Context: an optimization exercise on an open-source flow, tuned for small area. The choices shown serve that exercise and are no tape-out recipe.
The RTL was checked by simulation tests, not by an equivalence proof against the original design.
Power is estimated from default activity; no workload was simulated.

<file path="flow/design.v">
module data_mem_mmio #(
    parameter int RAM_WORDS = 64,
    parameter int TX_DEPTH  = 4
) (
    input  logic        clk,
    input  logic        rst,
    input  logic        req_valid,
    output logic        req_ready,
    input  logic        req_we,
    input  logic [31:0] req_addr,
    input  logic [31:0] req_wdata,
    output logic [31:0] rdata,
    output logic        rdata_valid,
    output logic [7:0]  tx_data,
    output logic        tx_valid,
    input  logic        tx_ready
);
    localparam int AW = $clog2(RAM_WORDS);
    localparam int PW = $clog2(TX_DEPTH);
    localparam int CW = PW + 1;
    logic [31:0] mem [RAM_WORDS];
    logic [7:0]  fifo_q [TX_DEPTH];
    logic [PW-1:0] wr_ptr_q, wr_ptr_d, rd_ptr_q, rd_ptr_d;
    logic [CW-1:0] count_q, count_d;
    logic [31:0]   rdata_q, rdata_d;
    logic          rdata_valid_q, rdata_valid_d;
    logic          tx_valid_q, tx_valid_d;
    logic [7:0]    tx_data_q, tx_data_d;
    logic [31:0]   cycle_val, load_val;
    logic          sel_ram, sel_txd, sel_sts, sel_cyc;
    logic          full, empty, accept, push, pop, ram_we;
    logic          unused_addr;
    assign unused_addr = ^req_addr[1:0];
    assign cycle_val = '0;
    always_comb begin
        sel_ram = req_addr[31:8] == 24'h0;
        sel_txd = req_addr[31:2] == 30'h40;
        sel_sts = req_addr[31:2] == 30'h41;
        sel_cyc = req_addr[31:2] == 30'h42;
        full = count_q == CW'(TX_DEPTH);
        empty = count_q == '0;
        req_ready = !(req_valid && req_we && sel_txd && full);
        accept = req_valid && req_ready && !rst;
        push = accept && req_we && sel_txd;
        ram_we = accept && req_we && sel_ram;
        pop = tx_valid_q && tx_ready;
        load_val = sel_ram ? mem[req_addr[AW+1:2]] :
                   sel_sts ? {27'b0, 3'(count_q), full, empty} :
                   sel_cyc ? cycle_val : 32'h0;
        wr_ptr_d = push ? wr_ptr_q + 1'b1 : wr_ptr_q;
        rd_ptr_d = pop ? rd_ptr_q + 1'b1 : rd_ptr_q;
        count_d = count_q + CW'(push) - CW'(pop);
        tx_valid_d = count_d != '0;
        tx_data_d = (push && wr_ptr_q == rd_ptr_d) ? req_wdata[7:0] : fifo_q[rd_ptr_d];
        rdata_valid_d = accept && !req_we;
        rdata_d = rdata_valid_d ? load_val : rdata_q;
    end
    always_ff @(posedge clk) begin
        if (ram_we) mem[req_addr[AW+1:2]] <= req_wdata;
        if (push) fifo_q[wr_ptr_q] <= req_wdata[7:0];
    end
    always_ff @(posedge clk or posedge rst) begin
        if (rst) begin
            wr_ptr_q <= '0;
            rd_ptr_q <= '0;
            count_q <= '0;
            rdata_q <= '0;
            rdata_valid_q <= 1'b0;
            tx_valid_q <= 1'b0;
            tx_data_q <= '0;
        end else begin
            wr_ptr_q <= wr_ptr_d;
            rd_ptr_q <= rd_ptr_d;
            count_q <= count_d;
            rdata_q <= rdata_d;
            rdata_valid_q <= rdata_valid_d;
            tx_valid_q <= tx_valid_d;
            tx_data_q <= tx_data_d;
        end
    end
    assign rdata = rdata_q;
    assign rdata_valid = rdata_valid_q;
    assign tx_valid = tx_valid_q;
    assign tx_data = tx_data_q;
endmodule
</file>
<file path="flow/run.sh">
#!/bin/bash
# synth_recipe.tcl (not shown) runs the flow's synth.tcl, then flattens the netlist and writes it again
# the make line also repeats each setting of config.mk as NAME=value (left out here)
make -C /OpenROAD-flow-scripts/flow DESIGN_CONFIG=/design/flow/config.mk WORK_HOME=/design/flow/orfs CLKGATE_MAP_FILE= SYNTH_SCRIPT=/design/flow/synth_recipe.tcl finish
</file>
<file path="flow/config.mk">
export PLATFORM = sky130hd
export DESIGN_NAME = data_mem_mmio
export DESIGN_NICKNAME = data_mem_mmio
export VERILOG_FILES = /design/flow/design.v
export SDC_FILE = /design/flow/constraint.sdc
export NUM_CORES = 4
export LEC_CHECK = 0
export CAP_MARGIN = 20
export CORE_MARGIN = 2
export CORE_UTILIZATION = 40
export SLEW_MARGIN = 20
</file>
<file path="flow/constraint.sdc">
create_clock -name core_clock -period 4.0 [get_ports {clk}]
set_input_delay 0.8000 -clock core_clock [delete_from_list [all_inputs] [get_ports {clk}]]
set_output_delay 0.8000 -clock core_clock [all_outputs]
set_load 0.01 [all_outputs]
</file>
==> results.txt <==
## sequential cells by signal, summed over array words and instances (netlist names)
name	flops
wr_ptr_q	2
rd_ptr_q	2
mem	2048
count_q	3
rdata_q	32
tx_data_q	8
tx_valid_q	1
fifo_q	32
rdata_valid_q	1
## cells in the mapped netlist, types with 26 or more instances
| cell type | count |
|---|---|
| edfxtp_1 | 2080 |
| a221o_1 | 44 |
| o2bb2ai_1 | 33 |
| a31oi_1 | 26 |
| o221ai_1 | 29 |
| dfrtp_1 | 49 |
| mux2_2 | 156 |
| a22o_1 | 42 |
| a22oi_1 | 159 |
| nand2_1 | 132 |
| buf_2 | 113 |
| a221oi_1 | 160 |
| mux2i_1 | 284 |
| o22ai_1 | 123 |
| o21ai_0 | 85 |
| a21oi_1 | 105 |
| clkbuf_1 | 103 |
| buf_4 | 45 |
| nor2_1 | 138 |
| mux4_2 | 163 |
## stage by stage
step / worst slack (ns) / power, mW
finish: 0.0928 / 47.7
floorplan: -0.0816 / 26.5
global placement: -0.289 / 28.2
global route: 0.0268 / 48.8
CTS: 0.0568 / 47.8
detailed placement: -0.144 / 28.3
## final timing paths
kind	startpoint	endpoint	cells after the start
hold / removal	req_wdata[13]	mem[3][13]	1
setup reg to reg	mem[45][0]	rdata_q[0]	6
hold reg to reg	rdata_q[28]	rdata_q[28]	2
min in group asynchronous	rst	rdata_q[3]	3
setup / recovery	req_addr[11]	req_ready	9
max in group asynchronous	rst	rd_ptr_q[1]	4
## power by group
part / switching, mW / leakage, nW / internal (mW) / total [mW]
combinational: 2.07 / 9.56 / 1.18 / 3.25
sequential: 0.0486 / 19.3 / 24.5 / 24.6
clock: 8.61 / 3.31 / 11.3 / 19.9
## timing repair
action,4_1_cts,5_1_grt
endpoints found under the hold margin,0,0
pin swaps,1,1
gates resized for setup,2,6
setup endpoints to repair,1,1
## cell families (layout without fill, tap and decap cells)
logic type | Yosys count | count (layout)
and+or+nand+nor | 382 | 382
xor gates and xnor gates | 7 | 7
buffers and inverters | 311 | 1082
AOI/OAI and AO/OA | 907 | 907
other | 0 | 8
muxes | 606 | 606
adders and majority gates | 7 | 7
DFF | 2129 | 2129
## layout make-up
class / count / area (um^2)
antenna: 8 / 20.0
tap: 2688 / 3360
inverter: 14 / 61.3
multi-input combinational: 1909 / 17500
sequential: 2129 / 63700
fill: 16879 / 105000
clock inverter: 89 / 1020
timing repair buffer: 670 / 7480
clock buffer: 309 / 5840
## layer usage
layer | track usage | wire [um] | up-vias
li1 | - | - | 19311
met1 | 0.379 | 111000 | 26180
met2 | 0.421 | 133000 | 3468
met3 | 0.0673 | 35800 | 616
met4 | 0.108 | 12800 | 10
met5 | 0 | 69 | -
==> impl_results.md <==
- Status: no timing/DRC/antenna violations
- Gpl congestion: between 0.8 and 0.9
- Cell Rows: ~170
- Syn nets: ~4.4k
- FF-to-FF setup slack: roughly 1.1 ns
- Routed vias: roughly 50k
- Crit end category: output port
- WL per Instance: around 37 um
- Initial core utilization: 0.402
- Die width: 457 um
- GRT Overall Usage: 0.275
- Synth Warn #: 1
- PwrDens: 482 mW/mm^2
- Hpwl dp: approximately 190,000 um
- Most frequent cells in the layout: 2,080 x edfxtp_1, 384 x buf_4, 284 x mux2i_1
- Hold_ws: ~0.37 ns
- Sequential-to-total area share from yosys stat: 0.775
- Period utilization: 0.977
- Initial DRC Count: just under 8k
- Post-layout util: 0.484
- Post-synth EDFFs: ~2.1k
- Largest net degree at the start of global routing: 70
- Mux cell area share after synthesis: 0.101
- Post-synth top area share: 0.760
- Relative slew slack: 0.238
- Vias per cell: 6.34
- Core Area: 0.204 mm^2
- Area post-placement: approximately 0.092 mm^2
- Least-Margin Pin Slew: around 1.1 ns
- Clock Latency Late Sink: between 0.8 and 0.9 ns
- Sink Count: 2,129
- Crit path time final: just under 4 ns
- Family with the most delay on the worst path: simple AND/OR/NAND/NOR gates
- CP required: between 3 and 4 ns
- Cells after synthesis: between 4k and 5k
- Max Fanout on Critical Path: 2
- Number of global-route vias before repair: roughly 47k
- Routed wire length: between 200,000 and 300,000 um
- Maximum root-to-sink buffer count: 3
- Buf+Inv Stages, Crit Path: 4
- Synth area leader: edfxtp_1
- Unrepaired setup endpoints after global routing: no
- Slew Viols, Final: 0
- DRC viols: 0
- Final instance area: 0.0990 mm^2
- Leading cell types by total area after synthesis: edfxtp_1 76%, mux4_2 4.5%, mux2i_1 3.5%
- Htree depth: 4
- Root Driver: clkbuf_16
- Final nets: 5,011
- Startpoint types: input port
- Async S/R FF share, synth: 0.0230
- Yosys reg bits: 2,129
- Number of port buffers: roughly 110
- Final ANT Viol Nets: 0
- Synth cell types: 75
- CTS Hold Buffers Added: 0
- Synth Area in Compound Gates: 0.0812
- Main synth FF type: edfxtp_1
- Max VDD drop: around 0.42 mV
- MaxCap Viol Count: 0
- Most common cell after layout, fill and taps aside: edfxtp_1
- Post-synthesis average cell area: around 19 um^2
- Post-Synth XOR/XNOR Area: 0.000838
- Die H: 457 um
- Synth Area in Adders: 0.00116
- Critical path arrival: 3.11 ns
- Setup TNS: 0 ns
- CTS tree: done
- Total congestion overflow: 0
- Area grow syn2layout: 20.5%
- Slowest-stage cell, CP: clkdlybuf4s50_1
- CTS clk-pin slew, worst paths: roughly 0.06 ns
- Clk_skew: just under 0.04 ns
- Hold Path Class: in -> reg
- Share of post-route cells with drive strength above 1: 0.255
- Simple-gate share of the synthesized area: 0.0214
- I/O pins: 112
- Worst-path cell chain: clkdlybuf4s50_1, nor4_2, nand4_1, or2_4, buf_4, nor4_2, buf_4, nand4_1, clkdlybuf4s15_1
- CTS Buf Count: 211
- Final Hold Viols: 0
- Post-CTS Setup Bufs: 0
- Syn Std Cell Area: 0.0822 mm^2
- CP Class: in -> out
- Post-placement cell count: 7,409
- Drt first pass iters: 6
- Final setup fails: 0
- Initial antenna violation count: 15
- Fmax: about 260 MHz
- First-pass GRT wire length: between 300,000 and 400,000 um
- Largest family of logic cells by synthesized area: multiplexers
- Leak: around 32 nW
- Total Die Area: roughly 0.21 mm^2
- CP max stage delay: around 0.44 ns
- Post-route insts no fill: approximately 8k

-- re-timing with driven ports --
The flow's constraints put no driver on any port. The routed layout listed below was extracted and timed again, unchanged, in two steps.
Step 1: set_driving_cell puts a clkbuf_16 on clk and a buf_2 on each other input, an assumption about the parent block.
Step 2 times the ports against the registers' clock, not the clock port: input delays grow and output delays shrink by t, the midpoint of the rising clock arrivals with the driver on.
Three values: no drivers, after step 1, after step 2; two values: the first two.
t (ns): 0.924
setup WS [ns]: 0.093 / 0.071 / -0.161
slew at the worst register clock pin (ns): 0.07 / 0.07
worst slew at a driven data input, ns: 0.11
cell pins on the clock port's net: 1
Met with ideal ports but missed after step 2: setup timing in this run. The setup slack of this run moves by -0.022 ns with the drivers and by -0.254 ns with both steps.
